From an optimization exercise on the open Yosys and OpenROAD flow, aimed at small area, a short achievable clock period and few clock cycles per item; shortcuts taken in it are not production practice.
Power is estimated from default activity; no workload was simulated.

v31:
==> flow/design.v <==
`timescale 1ns / 1ps
`default_nettype none
package rprc_pkg;
  localparam int MAX_RING_BITS = 16;
  localparam int CFG_INDEX_W   = 3;
  localparam int CFG_DATA_W    = 64;
  typedef enum logic [CFG_INDEX_W-1:0] {
    REG_RING_SIZE_LOG2    = 3'd0,
    REG_MAX_MESSAGE_BYTES = 3'd1,
    REG_MESSAGES_TOTAL    = 3'd2,
    REG_BYTES_TOTAL       = 3'd3,
    REG_FAILED_TOTAL      = 3'd4
  } reg_index_t;
  localparam logic [4:0]  RESET_RING_SIZE_LOG2    = 5'd10;
  localparam logic [16:0] RESET_MAX_MESSAGE_BYTES = 17'd4096;
  typedef enum logic [1:0] {
    ACT_RESERVE  = 2'd0,
    ACT_COMMIT   = 2'd1,
    ACT_ROLLBACK = 2'd2,
    ACT_PUSH     = 2'd3
  } action_t;
  typedef enum logic [2:0] {
    ST_OK     = 3'd0,
    ST_SIZE   = 3'd1,
    ST_CLOSED = 3'd2,
    ST_FULL   = 3'd3,
    ST_BUSY   = 3'd4,
    ST_NORES  = 3'd5
  } status_t;
  typedef struct packed {
    action_t     action;
    logic [19:0] message_length;
    logic [15:0] consumer_read_index;
    logic        reader_attached;
  } rprc_in_t;
  typedef struct packed {
    status_t     status;
    logic [15:0] slot_number;
    logic        prefix_write;
    logic [16:0] prefix_value;
    logic [15:0] published_write_index;
    logic [15:0] free_slots;
    logic [63:0] messages_total;
    logic [63:0] bytes_total;
    logic [63:0] failed_total;
  } rprc_out_t;
  typedef struct packed {
    logic [4:0]  ring_size_log2;
    logic [16:0] max_message_bytes;
  } rprc_cfg_t;
endpackage
`default_nettype wire
`timescale 1ns / 1ps
`default_nettype none
import rprc_pkg::*;
module rprc_core (
  input  wire logic         clk,
  input  wire logic         rst,
  input  wire logic         in_valid,
  output logic              in_ready,
  input  wire logic [38:0]  in_data,
  output logic              out_valid,
  input  wire logic         out_ready,
  output logic [260:0]      out_data,
  input  wire logic         cfg_we,
  input  wire logic [rprc_pkg::CFG_INDEX_W-1:0] cfg_index,
  input  wire logic [rprc_pkg::CFG_DATA_W-1:0]  cfg_data
);
  logic [3:0]  e_m1;
  logic [16:0] max_len;
  logic [4:0]  cfg_l;
  logic [3:0]  cfg_e_m1;
  logic [15:0] mask;
  assign cfg_l    = cfg_data[4:0];
  assign cfg_e_m1 = (cfg_l == 5'd0) ? 4'd0 : (cfg_l[4] ? 4'd15 : 4'(cfg_l - 5'd1));
  always_ff @(posedge clk) begin
    if (rst) begin
      e_m1    <= 4'(RESET_RING_SIZE_LOG2 - 5'd1);
      max_len <= RESET_MAX_MESSAGE_BYTES;
    end else if (cfg_we) begin
      case (cfg_index)
        REG_RING_SIZE_LOG2:    e_m1    <= cfg_e_m1;
        REG_MAX_MESSAGE_BYTES: max_len <= cfg_data[16:0];
        default: ;
      endcase
    end
  end
  always_comb begin
    for (int i = 0; i < 16; i++) mask[i] = (i == 0) || (e_m1 >= 4'(i));
  end
  logic accept;
  assign in_ready = !rst && (!out_valid || out_ready);
  assign accept   = in_valid && in_ready;
  logic [15:0] wp;
  logic [15:0] wp1;        
  logic        hold;
  logic [15:0] held;
  logic [63:0] msgs, bytes, fails;
  logic [1:0]  act;
  logic [19:0] len;
  logic [15:0] rdi;
  logic        att;
  logic        len_ok, full;
  logic [2:0]  status;
  logic        publish, fail, take_slot, slot_flag, hold_next;
  logic [15:0] free0, free1, free_new;
  assign act = in_data[38:37];
  assign len = in_data[36:17];
  assign rdi = in_data[16:1];
  assign att = in_data[0];
  assign len_ok = (len != 20'd0) && (len <= {3'b000, max_len});
  assign full   = ((wp1 ^ rdi) & mask) == 16'd0;
  always_comb begin
    status    = ST_OK;
    publish   = 1'b0;
    fail      = 1'b0;
    take_slot = 1'b0;
    slot_flag = 1'b0;
    hold_next = hold;
    case (act)
      ACT_RESERVE: begin
        if (!len_ok)          status = ST_SIZE;
        else if (hold)        status = ST_BUSY;
        else if (!att)        status = ST_CLOSED;
        else if (full)        status = ST_FULL;
        else begin
          take_slot = 1'b1;
          slot_flag = 1'b1;
          hold_next = 1'b1;
        end
      end
      ACT_COMMIT: begin
        if (!len_ok)          status = ST_SIZE;
        else if (!hold)       status = ST_NORES;
        else begin
          slot_flag = 1'b1;
          publish   = 1'b1;
          hold_next = 1'b0;
        end
      end
      ACT_ROLLBACK: begin
        hold_next = 1'b0;
      end
      default: begin
        if (!len_ok)          status = ST_SIZE;
        else if (!att)        begin status = ST_CLOSED; fail = 1'b1; end
        else if (hold || full) begin status = ST_FULL; fail = 1'b1; end
        else begin
          take_slot = 1'b1;
          slot_flag = 1'b1;
          publish   = 1'b1;
        end
      end
    endcase
  end
  assign free0    = (rdi + ~wp) & mask;
  assign free1    = (rdi + ~wp1) & mask;
  assign free_new = publish ? free1 : free0;
  logic [63:0] cfg_z;
  logic ld_msgs, ld_bytes, ld_fails;
  assign cfg_z    = rst ? 64'd0 : cfg_data;
  assign ld_msgs  = rst || (cfg_we && (cfg_index == REG_MESSAGES_TOTAL));
  assign ld_bytes = rst || (cfg_we && (cfg_index == REG_BYTES_TOTAL));
  assign ld_fails = rst || (cfg_we && (cfg_index == REG_FAILED_TOTAL));
  logic inc_pub, inc_fail, inc_hi;
  assign inc_pub  = accept && publish;
  assign inc_fail = accept && fail;
  logic [63:0] msgs_ones, fails_ones;
  logic [46:0] bytes_ones;
  logic [17:0] bytes_lo;
  logic [63:0] msgs_keep, fails_keep, bytes_keep;
  always_comb begin
    msgs_ones[0]  = 1'b1;
    fails_ones[0] = 1'b1;
    for (int i = 1; i < 64; i++) begin
      msgs_ones[i]  = &(msgs  | (64'hFFFF_FFFF_FFFF_FFFF << i));
      fails_ones[i] = &(fails | (64'hFFFF_FFFF_FFFF_FFFF << i));
    end
    bytes_ones[0] = 1'b1;
    for (int i = 1; i < 47; i++)
      bytes_ones[i] = &(bytes[63:17] | (47'h7FFF_FFFF_FFFF << i));
  end
  assign bytes_lo   = {1'b0, bytes[16:0]} + {1'b0, len[16:0]};
  assign inc_hi     = inc_pub && bytes_lo[17];
  assign msgs_keep  = ld_msgs  ? cfg_z : msgs;
  assign fails_keep = ld_fails ? cfg_z : fails;
  assign bytes_keep = ld_bytes ? cfg_z : bytes;
  always_ff @(posedge clk) begin
    msgs         <= msgs_keep  ^ (msgs_ones  & {64{inc_pub}});
    fails        <= fails_keep ^ (fails_ones & {64{inc_fail}});
    bytes[63:17] <= bytes_keep[63:17] ^ (bytes_ones & {47{inc_hi}});
    bytes[16:0]  <= bytes_keep[16:0]  ^ ((bytes_lo[16:0] ^ bytes[16:0]) & {17{inc_pub}});
  end
  logic [15:0] wp_flip, wp1_flip;
  logic        take;
  always_comb begin
    wp_flip[0]  = 1'b1;
    wp1_flip[0] = 1'b1;
    for (int i = 1; i < 16; i++) begin
      wp_flip[i]  = &(wp  | (16'hFFFF << i));
      wp1_flip[i] = &(wp1 | (16'hFFFF << i));
    end
  end
  assign take      = accept && take_slot;
  always_ff @(posedge clk) begin
    if (rst) begin
      wp   <= 16'd0;
      wp1  <= 16'd1;
    end else begin
      wp   <= wp  ^ (wp_flip  & {16{inc_pub}});
      wp1  <= wp1 ^ (wp1_flip & {16{inc_pub}});
    end
  end
  always_ff @(posedge clk) begin
    if (rst)         hold <= 1'b0;
    else if (accept) hold <= hold_next;
  end
  always_ff @(posedge clk) begin
    if (take) held <= wp & mask;
  end
  logic [2:0]  r_status;
  logic        r_slot;
  logic        r_pw;
  logic [16:0] r_len;
  logic [15:0] r_free;
  always_ff @(posedge clk) begin
    if (rst)         out_valid <= 1'b0;
    else if (accept) out_valid <= 1'b1;
    else if (out_ready) out_valid <= 1'b0;
  end
  always_ff @(posedge clk) begin
    if (accept) begin
      r_status <= status;
      r_slot   <= slot_flag;
      r_pw     <= publish;
      r_len    <= len[16:0];
      r_free   <= free_new;
    end
  end
  assign out_data = {r_status,
                     held & {16{r_slot}},
                     r_pw,
                     r_len & {17{r_pw}},
                     wp,
                     r_free,
                     msgs,
                     bytes,
                     fails};
endmodule
`default_nettype wire
`timescale 1ns / 1ps
`default_nettype none
import rprc_pkg::*;
module ring_producer_reserve_commit
#(
  parameter int INDEX_BITS = 16
) (
  input  wire logic                   clk,
  input  wire logic                   rst,
  input  wire logic                   in_valid,
  output logic                        in_ready,
  input  wire logic [38:0]            in_data,
  output logic                        out_valid,
  input  wire logic                   out_ready,
  output logic [260:0]                out_data,
  input  wire logic                   cfg_we,
  input  wire logic [rprc_pkg::CFG_INDEX_W-1:0] cfg_index,
  input  wire logic [rprc_pkg::CFG_DATA_W-1:0]  cfg_data
);
  rprc_core u_core (
    .clk       (clk),
    .rst       (rst),
    .in_valid  (in_valid),
    .in_ready  (in_ready),
    .in_data   (in_data),
    .out_valid (out_valid),
    .out_ready (out_ready),
    .out_data  (out_data),
    .cfg_we    (cfg_we),
    .cfg_index (cfg_index),
    .cfg_data  (cfg_data)
  );
endmodule
`default_nettype wire
Settings: LEC_CHECK=0, CAP_MARGIN=20, CORE_MARGIN=2, CORE_UTILIZATION=65, CTS_BUF_LIST=sky130_fd_sc_hd__clkbuf_4 sky130_fd_sc_hd__clkbuf_8, CTS_CLUSTER_SIZE=24, SETUP_SLACK_MARGIN=2.5, SLEW_MARGIN=20; clock period 6.0 ns.
standard.sh (not shown) runs the stock make flow with config.mk's settings and CLKGATE_MAP_FILE= SYNTH_SCRIPT=/design/flow/synth_recipe.tcl, a recipe that flattens the netlist after the stock synthesis.
==> flow/flow/run.sh <==
#!/bin/bash
# Standard layout, but the port buffers that global placement inserts on
# every input and output are the smallest buffer (buf_1) instead of the
# clkdlybuf4s50_1 the resizer picks by default.
set -euo pipefail
bash standard.sh finish BUFFER_PORTS_ARGS="-buffer_cell sky130_fd_sc_hd__buf_1" > flow_make.log 2>&1
Edits applied to the flow inputs when going from v31 to v29:
-- flow/design.v --
<<< v31, line 93
  assign accept   = in_valid && in_ready;
  logic [15:0] wp;
  logic [15:0] wp1;        
  logic        hold;
  logic [15:0] held;
>>> v29, line 93
  assign accept   = in_valid && in_ready;
  logic [15:0] wp;
  logic        hold;
  logic [15:0] held;
<<< v31, line 101
  logic [15:0] rdi;
  logic        att;
  logic        len_ok, full;
  logic [2:0]  status;
>>> v29, line 100
  logic [15:0] rdi;
  logic        att;
  logic [15:0] wp1;
  logic        len_ok, full;
  logic [2:0]  status;
<<< v31, line 109
  assign rdi = in_data[16:1];
  assign att = in_data[0];
  assign len_ok = (len != 20'd0) && (len <= {3'b000, max_len});
  assign full   = ((wp1 ^ rdi) & mask) == 16'd0;
>>> v29, line 109
  assign rdi = in_data[16:1];
  assign att = in_data[0];
  always_comb begin
    wp1[0] = ~wp[0];
    for (int i = 1; i < 16; i++) wp1[i] = wp[i] ^ (&(wp | (16'hFFFF << i)));
  end
  assign len_ok = (len != 20'd0) && (len <= {3'b000, max_len});
  assign full   = ((wp1 ^ rdi) & mask) == 16'd0;
<<< v31, line 163
  assign ld_bytes = rst || (cfg_we && (cfg_index == REG_BYTES_TOTAL));
  assign ld_fails = rst || (cfg_we && (cfg_index == REG_FAILED_TOTAL));
  logic inc_pub, inc_fail, inc_hi;
  assign inc_pub  = accept && publish;
  assign inc_fail = accept && fail;
>>> v29, line 167
  assign ld_bytes = rst || (cfg_we && (cfg_index == REG_BYTES_TOTAL));
  assign ld_fails = rst || (cfg_we && (cfg_index == REG_FAILED_TOTAL));
  logic inc_pub, inc_fail;
  assign inc_pub  = accept && publish;
  assign inc_fail = accept && fail;
<<< v31, line 169
  logic [46:0] bytes_ones;
  logic [17:0] bytes_lo;
  logic [63:0] msgs_keep, fails_keep, bytes_keep;
  always_comb begin
    msgs_ones[0]  = 1'b1;
>>> v29, line 173
  logic [46:0] bytes_ones;
  logic [17:0] bytes_lo;
  logic [63:0] msgs_next, fails_next, bytes_next;
  always_comb begin
    msgs_ones[0]  = 1'b1;
<<< v31, line 182
  end
  assign bytes_lo   = {1'b0, bytes[16:0]} + {1'b0, len[16:0]};
  assign inc_hi     = inc_pub && bytes_lo[17];
  assign msgs_keep  = ld_msgs  ? cfg_z : msgs;
  assign fails_keep = ld_fails ? cfg_z : fails;
  assign bytes_keep = ld_bytes ? cfg_z : bytes;
  always_ff @(posedge clk) begin
    msgs         <= msgs_keep  ^ (msgs_ones  & {64{inc_pub}});
    fails        <= fails_keep ^ (fails_ones & {64{inc_fail}});
    bytes[63:17] <= bytes_keep[63:17] ^ (bytes_ones & {47{inc_hi}});
    bytes[16:0]  <= bytes_keep[16:0]  ^ ((bytes_lo[16:0] ^ bytes[16:0]) & {17{inc_pub}});
  end
  logic [15:0] wp_flip, wp1_flip;
  logic        take;
  always_comb begin
    wp_flip[0]  = 1'b1;
    wp1_flip[0] = 1'b1;
    for (int i = 1; i < 16; i++) begin
      wp_flip[i]  = &(wp  | (16'hFFFF << i));
      wp1_flip[i] = &(wp1 | (16'hFFFF << i));
    end
  end
  assign take      = accept && take_slot;
  always_ff @(posedge clk) begin
    if (rst) begin
      wp   <= 16'd0;
      wp1  <= 16'd1;
    end else begin
      wp   <= wp  ^ (wp_flip  & {16{inc_pub}});
      wp1  <= wp1 ^ (wp1_flip & {16{inc_pub}});
    end
  end
  always_ff @(posedge clk) begin
    if (rst)         hold <= 1'b0;
    else if (accept) hold <= hold_next;
  end
  always_ff @(posedge clk) begin
    if (take) held <= wp & mask;
  end
  logic [2:0]  r_status;
>>> v29, line 186
  end
  assign bytes_lo   = {1'b0, bytes[16:0]} + {1'b0, len[16:0]};
  assign msgs_next  = msgs  ^ (msgs_ones  & {64{inc_pub}});
  assign fails_next = fails ^ (fails_ones & {64{inc_fail}});
  assign bytes_next = {bytes[63:17] ^ (bytes_ones & {47{inc_pub && bytes_lo[17]}}),
                       inc_pub ? bytes_lo[16:0] : bytes[16:0]};
  always_ff @(posedge clk) begin
    if (rst) begin
      wp   <= 16'd0;
      hold <= 1'b0;
    end else if (accept) begin
      if (publish) wp <= wp1;
      hold <= hold_next;
    end
  end
  always_ff @(posedge clk) begin
    if (accept && take_slot) held <= wp & mask;
  end
  always_ff @(posedge clk) begin
    msgs  <= ld_msgs  ? cfg_z : msgs_next;
    bytes <= ld_bytes ? cfg_z : bytes_next;
    fails <= ld_fails ? cfg_z : fails_next;
  end
  logic [2:0]  r_status;
--- outcome ---
- As of v29, routed wire length had risen by more than 10% compared to v31.
- [compare] base=v31 new=v29: area after synthesis now sits lower, fmax now sits lower, total power now sits higher.
- Run comparison: v29 most common library cell in the layout ignoring fill and taps sky130_fd_sc_hd__buf_1; v31 most common library cell in the layout ignoring fill and taps sky130_fd_sc_hd__nand2_1
- When the final numbers for v31 and v29 were put side by side, the combinational power turned out to be greater in v29.
- v29 vs v31, slowest cell on the critical path: sky130_fd_sc_hd__or3b_4 vs sky130_fd_sc_hd__or4_4
- Per the comparison of v29 with v31, relative area of clock buffers and inverters in the final design shows a reduction of 0.76 points, clock group share of total power fell 4.6 points, count of multi-input gates -249, half-perimeter wire length of the detailed placement result shows a reduction of 3.5%.
No run of this note included a check of the RTL's function; only the layout flow was run.

## separate check: timing with driven ports
The results above use ideal ports. As a check the final layouts listed here were re-extracted and re-timed, cells and wires unchanged. Step 1 sets driving cells, clkbuf_16 on the clock port and buf_2 on the other inputs (assumed; they add their load-dependent delay and slew). Step 2 times the ports against the registers' clock, not the clock port: input delays grow and output delays shrink by t, the midpoint of the rising clock arrivals with the driver on. Slacks: ideal ports / drivers / drivers and shift; pairs: ideal ports / drivers.
run | shift t [ns] | setup WS [ns] | clock arrival spread, ns | worst data-port slew with drivers (ns) | cell pins on the clock port's net
v31 | 0.627 | 2.456 / 2.476 / 1.849 | 0.024 / 0.024 | 0.07 | 1
v29 | 0.617 | 1.769 / 1.769 / 1.418 | 0.021 / 0.021 | 0.09 | 1
After both steps setup and hold are still met in every run listed. The setup slack of v31, which loses most, moves by +0.020 ns with the drivers and by -0.607 ns with both steps.
